This is an optimization exercise on Yosys and OpenROAD, whose aim is small area, not a production implementation.
In this exercise RTL edits were held to simulation tests only and were not proved equivalent to the original.
Power is estimated from default activity; no workload was simulated.

**flow/run.sh**
```bash
#!/bin/bash
# synth_recipe.tcl (not shown) runs the flow's synth.tcl, then flattens the netlist and writes it again
# the make line also repeats each setting of config.mk as NAME=value (left out here)
make -C /OpenROAD-flow-scripts/flow DESIGN_CONFIG=/design/flow/config.mk WORK_HOME=/design/flow/orfs CLKGATE_MAP_FILE= SYNTH_SCRIPT=/design/flow/synth_recipe.tcl finish
```
**flow/config.mk**
```make
export PLATFORM = sky130hd
export DESIGN_NAME = rf_multiport
export DESIGN_NICKNAME = rf_multiport
export VERILOG_FILES = /design/flow/design.v
export SDC_FILE = /design/flow/constraint.sdc
export NUM_CORES = 4
export LEC_CHECK = 0
export CAP_MARGIN = 20
export CORE_MARGIN = 2
export CORE_UTILIZATION = 45
export SLEW_MARGIN = 20
```
**flow/constraint.sdc**
```tcl
create_clock -name core_clock -period 5.0 [get_ports {clk}]
set_input_delay 1.0000 -clock core_clock [delete_from_list [all_inputs] [get_ports {clk}]]
set_output_delay 1.0000 -clock core_clock [all_outputs]
set_load 0.01 [all_outputs]
```
**flow/design.v**
```verilog
package rf_pkg;
    localparam int RF_DATA_W = 32;
    localparam int RF_ADDR_W = 5;
    localparam int RF_NUM_RD = 2;
    function automatic [31:0] rf_reset_value(input [31:0] idx, input init_index);
        rf_reset_value = init_index ? idx : 32'd0;
    endfunction
endpackage
module rf_scoreboard #(
    parameter int ADDR_W   = rf_pkg::RF_ADDR_W,
    parameter int ZERO_REG = 1
) (
    input  logic                 clk,
    input  logic                 rst,
    input  logic                 we,
    input  logic [ADDR_W-1:0]    waddr,
    input  logic                 rsv_en,
    input  logic [ADDR_W-1:0]    rsv_addr,
    output logic [2**ADDR_W-1:0] busy_nxt,
    output logic                 any_busy
);
    localparam int DEPTH = 2**ADDR_W;
    logic [DEPTH-1:0] busy, set_v, clr_v, zmask;
    always_comb begin
        set_v    = rsv_en ? DEPTH'(1) << rsv_addr : '0;
        clr_v    = we ? DEPTH'(1) << waddr : '0;
        zmask    = (ZERO_REG != 0) ? {{(DEPTH-1){1'b1}}, 1'b0} : {DEPTH{1'b1}};
        busy_nxt = ((busy & ~clr_v) | set_v) & zmask;
    end
    always_ff @(posedge clk) begin
        if (rst) begin
            busy     <= '0;
            any_busy <= 1'b0;
        end else begin
            busy     <= busy_nxt;
            any_busy <= |busy_nxt;
        end
    end
endmodule
module rf_multiport #(
    parameter int DATA_W     = rf_pkg::RF_DATA_W,
    parameter int ADDR_W     = rf_pkg::RF_ADDR_W,
    parameter int NUM_RD     = rf_pkg::RF_NUM_RD,
    parameter int ZERO_REG   = 1,
    parameter int INIT_INDEX = 0
) (
    input  logic                     clk,
    input  logic                     rst,
    input  logic                     we,
    input  logic [ADDR_W-1:0]        waddr,
    input  logic [DATA_W-1:0]        wdata,
    input  logic                     rsv_en,
    input  logic [ADDR_W-1:0]        rsv_addr,
    input  logic [NUM_RD-1:0]        rd_en,
    input  logic [NUM_RD*ADDR_W-1:0] raddr,
    output logic [NUM_RD*DATA_W-1:0] rdata,
    output logic [NUM_RD-1:0]        rd_busy,
    output logic                     any_busy
);
    localparam int DEPTH = 2**ADDR_W;
    logic [DATA_W-1:0] mem [DEPTH];
    logic [DEPTH-1:0]  busy_nxt;
    logic              wr_ok;
    assign wr_ok = we && !(ZERO_REG != 0 && waddr == '0);
    rf_scoreboard #(.ADDR_W(ADDR_W), .ZERO_REG(ZERO_REG)) u_sb (
        .clk(clk),
        .rst(rst),
        .we(we),
        .waddr(waddr),
        .rsv_en(rsv_en),
        .rsv_addr(rsv_addr),
        .busy_nxt(busy_nxt),
        .any_busy(any_busy)
    );
    always_ff @(posedge clk) begin
        if (rst) begin
            for (int j = 0; j < DEPTH; j++)
                mem[j] <= DATA_W'(rf_pkg::rf_reset_value(j, INIT_INDEX != 0));
        end else if (wr_ok) begin
            mem[waddr] <= wdata;
        end
    end
    for (genvar p = 0; p < NUM_RD; p++) begin : g_rd
        logic [ADDR_W-1:0] a;
        logic [DATA_W-1:0] d, q;
        logic              b;
        always_comb begin
            a = raddr[p*ADDR_W +: ADDR_W];
            d = (ZERO_REG != 0 && a == '0) ? '0 : (wr_ok && waddr == a) ? wdata : mem[a];
        end
        always_ff @(posedge clk) begin
            if (rst) begin
                q <= '0;
                b <= 1'b0;
            end else if (rd_en[p]) begin
                q <= d;
                b <= busy_nxt[a];
            end
        end
        assign rdata[p*DATA_W +: DATA_W] = q;
        assign rd_busy[p] = b;
    end
endmodule
```
==> reports/results.txt <==
Status: timing/DRC/antenna clean
DIE AREA: 133000 um^2
Share of the yosys chip area belonging to registers: 0.558
Clock latency (worst-skew pair): 0.77 ns
Synth area leaders: edfxtp_1 52%, mux4_2 25%, and2_1 11%, dfxtp_1 3.3%, clkbuf_1 2.1%
Worst Path Required: 5.45 ns
Synth area leader: edfxtp_1
H-tree depth: 4
Dpl ws: 0.789 ns
Min cycle time layout: 3.50 ns
Critical Path AT: 3.95 ns
Fmax: 0.286 GHz
Setup TNS: 0 ns
Max Transition Viols Final: 0
Chip height: 365 um
Critical R2R Capture: g_rd[1].q[17]
Layout fillers: 10500
Rows: 132
CTS tree: done
Top_reg_cell synth: edfxtp_1
Postcts setup bufs: 0
Vias in the first global route: 36400
Mapped Area: 58600 um^2
Ys async rst share: 0
Critical path class: in2reg
VDD IR max: 0.000405 V
Final Routed Wirelength: 200 mm
Yosys reg bits: 1122
Number of synthesis warnings: 2
Post-synth top cells: 1024 x edfxtp_1, 996 x and2_1, 645 x mux4_2, 321 x clkbuf_1, 98 x dfxtp_1
Hold worst-path end: g_rd[0].q[26]
Worst path cell trace: clkdlybuf4s50_1 -> or3_1 -> o31ai_1 -> or4_1 -> buf_4 -> nor2_4 -> or2_2 -> buf_4
Cts bufs inserted: 132
GR Overflow Total: 0
Clock-pin transition on the worst setup and hold timing paths: 0.06 ns
Hold Path Depth: 2
# nets final: 3886
Synth cell types: 55
Hpwl dp: 121 mm
Clk sinks: 1122
Starting density of the core: 0.453
DR vias/cell: 6.38
Post-cts sizing count: 0
Post-synth EDFFs: 1024
Peak fanout along the critical path: 15
TritonRoute pass-1 iters: 6
Share of layout cells above drive strength 1: 0.277
Crit. End Element: flip-flop
Slowest stage delay, CP: 0.77 ns
Tot Pwr: 23.4 mW
Post-route DRC: 0
Clk buf depth: 3
Pwr/cell area: 350 nW/um^2
Cells after DPL: 5436
Hold Vio Cnt, Final: 0
Avg Cell Area, Syn: 15.5 um^2
Share of the synthesized area in the top cell type: 0.525
Startpoint of the worst hold path: g_rd[0].q[26]
Mapped Cells: 3772
Clock Root Buffer: clkbuf_16
RR Startpoint: mem[20][17]
Final Skew: 0.0204 ns
Hold_ws: 0.437 ns
Final std cells w/o fill: 5688
Die width: 365 um
Slew @ Worst Pin: 1.14 ns
Antenna viol nets, final: 0
Top-count cell post-synth: edfxtp_1
Hold Crit Class: reg2reg
Slew HR: 0.240
Area Overhead vs Synth: 14.2%
Total GRT Usage: 0.306
Initial antenna violation count: 16
RD Place Congestion: 0.913
Most used cell, CP: buf_4
Largest net degree at the start of global routing: 81
I/O pin total: 125
Initial drt markers: 5030
Reg2reg path depth: 4
Final setup vio count: 0
Max-cap violations: 0
Post-CTS Hold Fix Bufs: 0
First-pass GRT wire length: 281 mm
Via count: 36300
Static Leak: 22.9 nW
WL per Instance: 35.2 um
Critical Path Source Type: primary input
RSZ-0062 raised after global routing: false
Final WS setup: 1.50 ns
Worst path slowest cell: clkdlybuf4s50_1
R2R Setup Slk: 2.62 ns
I/O Buffers: 124
Core Region: 129000 um^2
Final worst path period share: 0.700
-- per-layer routing --
layer	global-route usage	up-vias	routed length, um
li1	-	14600	-
met1	0.417	19000	76900
met2	0.492	2161	96500
met3	0.0535	441	18900
met4	0.123	0	8090
met5	0	-	0
-- cells by family after synthesis --
logic type,synth area share
buffers and inverters,0.0268
DFF,0.558
AOI/OAI and AO/OA,0.0220
other,0.0000640
and+or+nand+nor,0.134
muxes,0.257
xor gates and xnor gates,0.00149
-- area by class of cell --
type                    count  area, um^2  share of cell area
clock inverters            46         427             0.00638
diodes                      8        20.0            0.000299
repair buffers            291        3030              0.0452
inverters                   6        23.8            0.000355
flip-flops and latches   1122       32700               0.489
clock buffers             198        3820              0.0570
multi-input cells        2275       24700               0.369
well taps                1742        2180              0.0326
-- worst max-delay path by stage --
stage,cells after the start,slack (ns),from,to
2_1_floorplan,8,1.47,waddr[2],mem[24][0]
3_3_place_gp,7,0.73,waddr[3],mem[20][15]
3_5_place_dp,8,0.79,waddr[3],mem[28][11]
4_1_cts,8,1.59,waddr[3],mem[28][14]
5_1_grt,8,1.41,waddr[3],mem[28][7]
6_report,8,1.50,waddr[3],mem[28][7]
-- registers in the layout, summed over array words and instances (netlist names) --
| register | flops |
|---|---|
| g_rd.b | 2 |
| g_rd.q | 64 |
| mem | 1024 |
| u_sb.any_busy | 1 |
| u_sb.busy | 31 |
-- power by group --
group	total, mW	switching [mW]	internal, mW
Clock	9.57	4.01	5.57
Combinational	2.82	1.51	1.31
Sequential	11.1	0.294	10.8
-- metrics by stage --
step	utilization	cell area, um^2
2_1_floorplan	-	58700
3_3_place_gp	0.484	62600
3_5_place_dp	0.485	62700
4_1_cts	0.517	66900
5_1_grt	0.517	66900
6_report	0.518	66900
-- worst max-delay path, delay by kind of cell --
family | cells | cell delay [ns]
simple gates | 4 | 1.46
compound gates | 1 | 0.09
buf+inv | 3 | 1.38
-- layout by cell type (no fill, tap or decap), drive strengths merged, types with 5 or more instances in the layout --
master,instances
inv,15
edfxtp,1024
o31ai,5
and2,996
diode,8
nor4,9
o21ai,49
a21oi,72
o21a,7
clkdlybuf4s50,107
nor2b,51
nand3b,6
mux2i,56
clkbuf,198
clkinv,30
nand2,89
or2,32
nor3,5
o211ai,15
mux4,645
dfxtp,98
buf,184
a21o,16
nor2,61
xor2,6
o22ai,39
nand3,35
conb,32
nand4,6
bufinv,5

==> what the ideal ports hide <==
The results above use ideal ports. As a check the final layout listed here was re-extracted and re-timed, cells and wires unchanged.
Step 1 (the two cells are an assumption about what drives the block):
set clk [get_ports {clk}]
set_driving_cell -lib_cell sky130_fd_sc_hd__clkbuf_16 $clk
set_driving_cell -lib_cell sky130_fd_sc_hd__buf_2 [delete_from_list [all_inputs] $clk]
Step 2 moves the port delays by t, midway between the first and last clock arrival at a register: inputs arrive t later, outputs are due t later. That takes back most of the time a late clock gives input paths.
Slacks: ideal / step 1 / step 2; pairs: ideal / step 1.
t (ns): 0.837
slack for setup (ns): 1.498 / 1.506 / 0.669
clock arrival spread, ns: 0.030 / 0.030
worst slew at a driven data input, ns: 0.16
After both steps this run still meets setup and hold. For this run, drivers alone change the setup slack by +0.008 ns; drivers and shift together by -0.829 ns.
